Context: an optimization exercise on an open-source flow, tuned for a short achievable clock period and few clock cycles. The choices shown serve that exercise and are no tape-out recipe. In this exercise RTL edits were held to simulation tests only and were not proved equivalent to the original. Power is estimated from default activity; no workload was simulated.

Setup of lane 1:
Design mips_core, start of the top module:
module mips_core (
	input  logic  clock,
	input  logic  rst_n,
	output mips_pkg::word_t instruction_addr,
	input  mips_pkg::word_t instruction,
	output mips_pkg::word_t data_addr,
	output mips_pkg::word_t data_wr,
	output logic  mem_read,
	output logic  mem_write,
	input  mips_pkg::word_t data_rd
);
	logic [31:2] pc_q;
	logic        d_valid;
	logic [31:2] d_target;
	logic [31:0] d_rs_oh;
	logic [31:0] d_rt_oh;
	logic [4:0]  d_rs, d_rt;
	logic [31:0] d_imm;
	logic [4:0]  d_dest;
	logic        d_wr;
	logic        d_use_imm;
	logic        d_inv;
	logic [4:0]  d_alu;
	logic        d_lw;
	logic        d_sw;
	logic        d_cbr;
	logic        d_fe_rs, d_fm_rs, d_fe_rt, d_fm_rt;
	logic        stall_q;
	logic [31:0] e_a;
	logic [31:0] e_b;
	logic [31:0] e_sd;
	logic        e_fa, e_fbt, e_fbn, e_fsd;
	logic        e_cin;
	logic [4:0]  e_alu;
	logic        e_wr;
	logic [4:0]  e_dest;
	logic        e_lw;
	logic        e_sw;
	logic        e_cbr;
	logic [31:2] e_tgt;
	logic [31:0] m_res;
	logic [31:0] m_sd;
	logic [31:0] m_resn;
	logic        m_lw;
	logic        m_sw;
	logic        m_wr;
	logic [31:0] m_dest_oh;
	logic [31:0] regs [1:31];
	logic [5:0]  f_op;
	logic [5:0]  f_fn;
	logic [4:0]  f_rs, f_rt, f_rd;
	logic        f_rtype, f_addiu, f_lw, f_sw, f_beq, f_same;
	logic        f_fadd, f_fsub, f_fand, f_for, f_fslt;
	logic        f_ubr, f_cbr, f_wr, f_use_rs, f_use_rt;
	logic [4:0]  f_dest;
	logic [4:0]  f_alu;
	assign f_op = instruction[31:26];
	assign f_rs = instruction[25:21];
	assign f_rt = instruction[20:16];
	assign f_rd = instruction[15:11];
	assign f_fn = instruction[5:0];
	always_comb begin
		f_fadd  = (f_fn == 6'h21);
		f_fsub  = (f_fn == 6'h23);
		f_fand  = (f_fn == 6'h24);
		f_for   = (f_fn == 6'h25);
		f_fslt  = (f_fn == 6'h2a);
		f_rtype = (f_op == 6'h00) && (f_fadd || f_fsub || f_fand || f_for || f_fslt);
		f_addiu = (f_op == 6'h09);
		f_lw    = (f_op == 6'h23);
		f_sw    = (f_op == 6'h2b);
		f_beq   = (f_op == 6'h04);
		f_same  = (f_rs == f_rt);
		f_ubr   = f_beq && f_same;
		f_cbr   = f_beq && !f_same;
		f_dest  = f_rtype ? f_rd : f_rt;
		f_wr    = (f_rtype || f_addiu || f_lw) && (f_dest != 5'd0);
  ...
export LEC_CHECK = 0
export ABC_CLOCK_PERIOD_IN_PS = 2000
export CAP_MARGIN = 20
export CORE_MARGIN = 2
export CORE_UTILIZATION = 40
export SETUP_SLACK_MARGIN = 3.9
export SLEW_MARGIN = 20
export SYNTH_HIERARCHICAL = 1
create_clock -name core_clock -period 7.0 [get_ports {clock}]
standard.sh (not shown) runs the stock make flow with config.mk's settings and CLKGATE_MAP_FILE= SYNTH_SCRIPT=/design/flow/synth_recipe.tcl, a recipe that flattens the netlist after the stock synthesis.
==> flow/flow/run.sh <==
#!/bin/bash
set -euo pipefail
bash standard.sh 'BUFFER_PORTS_ARGS=-buffer_cell sky130_fd_sc_hd__buf_4' finish > standard.log 2>&1
Testbench counts of lane 1, summed over its fixed seeds: cycles 30,406.
### lane 1 -> lane 2
- a change of CORE_UTILIZATION from 40 to 35
- a change of SETUP_SLACK_MARGIN from 3.9 to 4.0
Notes after the runs:
The global-route usage number comes out higher for lane 1 vs lane 2.
Wire length went down slightly going from lane 1 to lane 2.
Status: fmax parity (lane 1, lane 2)
Any difference in fraction of area in registers between lane 1 and lane 2 is small enough to ignore.
Relative to lane 1, minimum clock period after layout decreased by 0.0076 ns in lane 2.

* * *

Another version of the RTL of mips_core (not shown whole).
Size: about 6900 cells after synthesis, ~160 I/O pins, ~0.063 mm^2 of cells after synthesis.
// mips_core
module mips_core (
	input  logic  clock,
	input  logic  rst_n,
	output mips_pkg::word_t instruction_addr,
	input  mips_pkg::word_t instruction,
	output mips_pkg::word_t data_addr,
	output mips_pkg::word_t data_wr,
	output logic  mem_read,
	output logic  mem_write,
	input  mips_pkg::word_t data_rd
);
Settings: LEC_CHECK=0, ABC_CLOCK_PERIOD_IN_PS=2000, CAP_MARGIN=20, CORE_MARGIN=2, CORE_UTILIZATION=40, SETUP_SLACK_MARGIN=3.9, SLEW_MARGIN=20, SYNTH_HIERARCHICAL=1; clock period 7.0 ns.
Scripts as last shown in full above: flow/flow/run.sh
Testbench counts at the start, summed over its fixed seeds: cycles 30,406.
==> next run, changes <==
--- a/flow/config.mk
+++ b/flow/config.mk
@@ -10,4 +10,4 @@
 export CORE_MARGIN = 2
-export CORE_UTILIZATION = 40
-export SETUP_SLACK_MARGIN = 3.9
+export CORE_UTILIZATION = 35
+export SETUP_SLACK_MARGIN = 4.0
 export SLEW_MARGIN = 20
What happened:
- The changed run passed the timing, design-rule and antenna checks
- fmax is higher by a few percent
- clock power barely changes
- setup slack gains 0.20 ns
- cell area rose slightly
- die area goes up by about a fifth
- wire length hardly moves
- clock skew fell by 0.011 ns
- via count came out higher slightly
- synthesized cell count stays the same
- count of clock-buffer cells in the layout rose by 5

==> port drivers added, routing unchanged <==
No port has a modelled driver above. Below, the same layouts with a new extraction and two added sets of constraints. Step 1: set_driving_cell puts a clkbuf_16 on clock and a buf_2 on each other input, an assumption about the parent block. Step 2 adds t to the input delays and takes it off the output delays; t is the mean of the earliest and latest rising clock arrival at the registers after step 1. Input paths then give back, and output paths get back, about the clock's delay inside the block. a / b / c = ideal ports / drivers / drivers and shift; a / b = the first two.
| run | t (ns) | setup WS [ns] | clock arrival spread, ns | slew at the worst register clock pin (ns) | cell pins on the clock port's net |
|---|---|---|---|---|---|
| lane 1 | 0.903 | 3.646 / 3.646 / 2.977 | 0.035 / 0.035 | 0.07 / 0.07 | 1 |
| lane 2 | 0.897 | 3.653 / 3.653 / 2.943 | 0.042 / 0.043 | 0.07 / 0.07 | 1 |
| the first run of note 2 | 0.884 | 3.615 / 3.615 / 3.047 | 0.050 / 0.050 | 0.07 / 0.07 | 1 |
| the second run of note 2 | 0.893 | 3.813 / 3.813 / 3.021 | 0.043 / 0.043 | 0.07 / 0.07 | 1 |
After both steps every run listed still meets setup and hold. The setup slack of the second run of note 2, which loses most, moves by 0.000 ns with the drivers and by -0.792 ns with both steps.
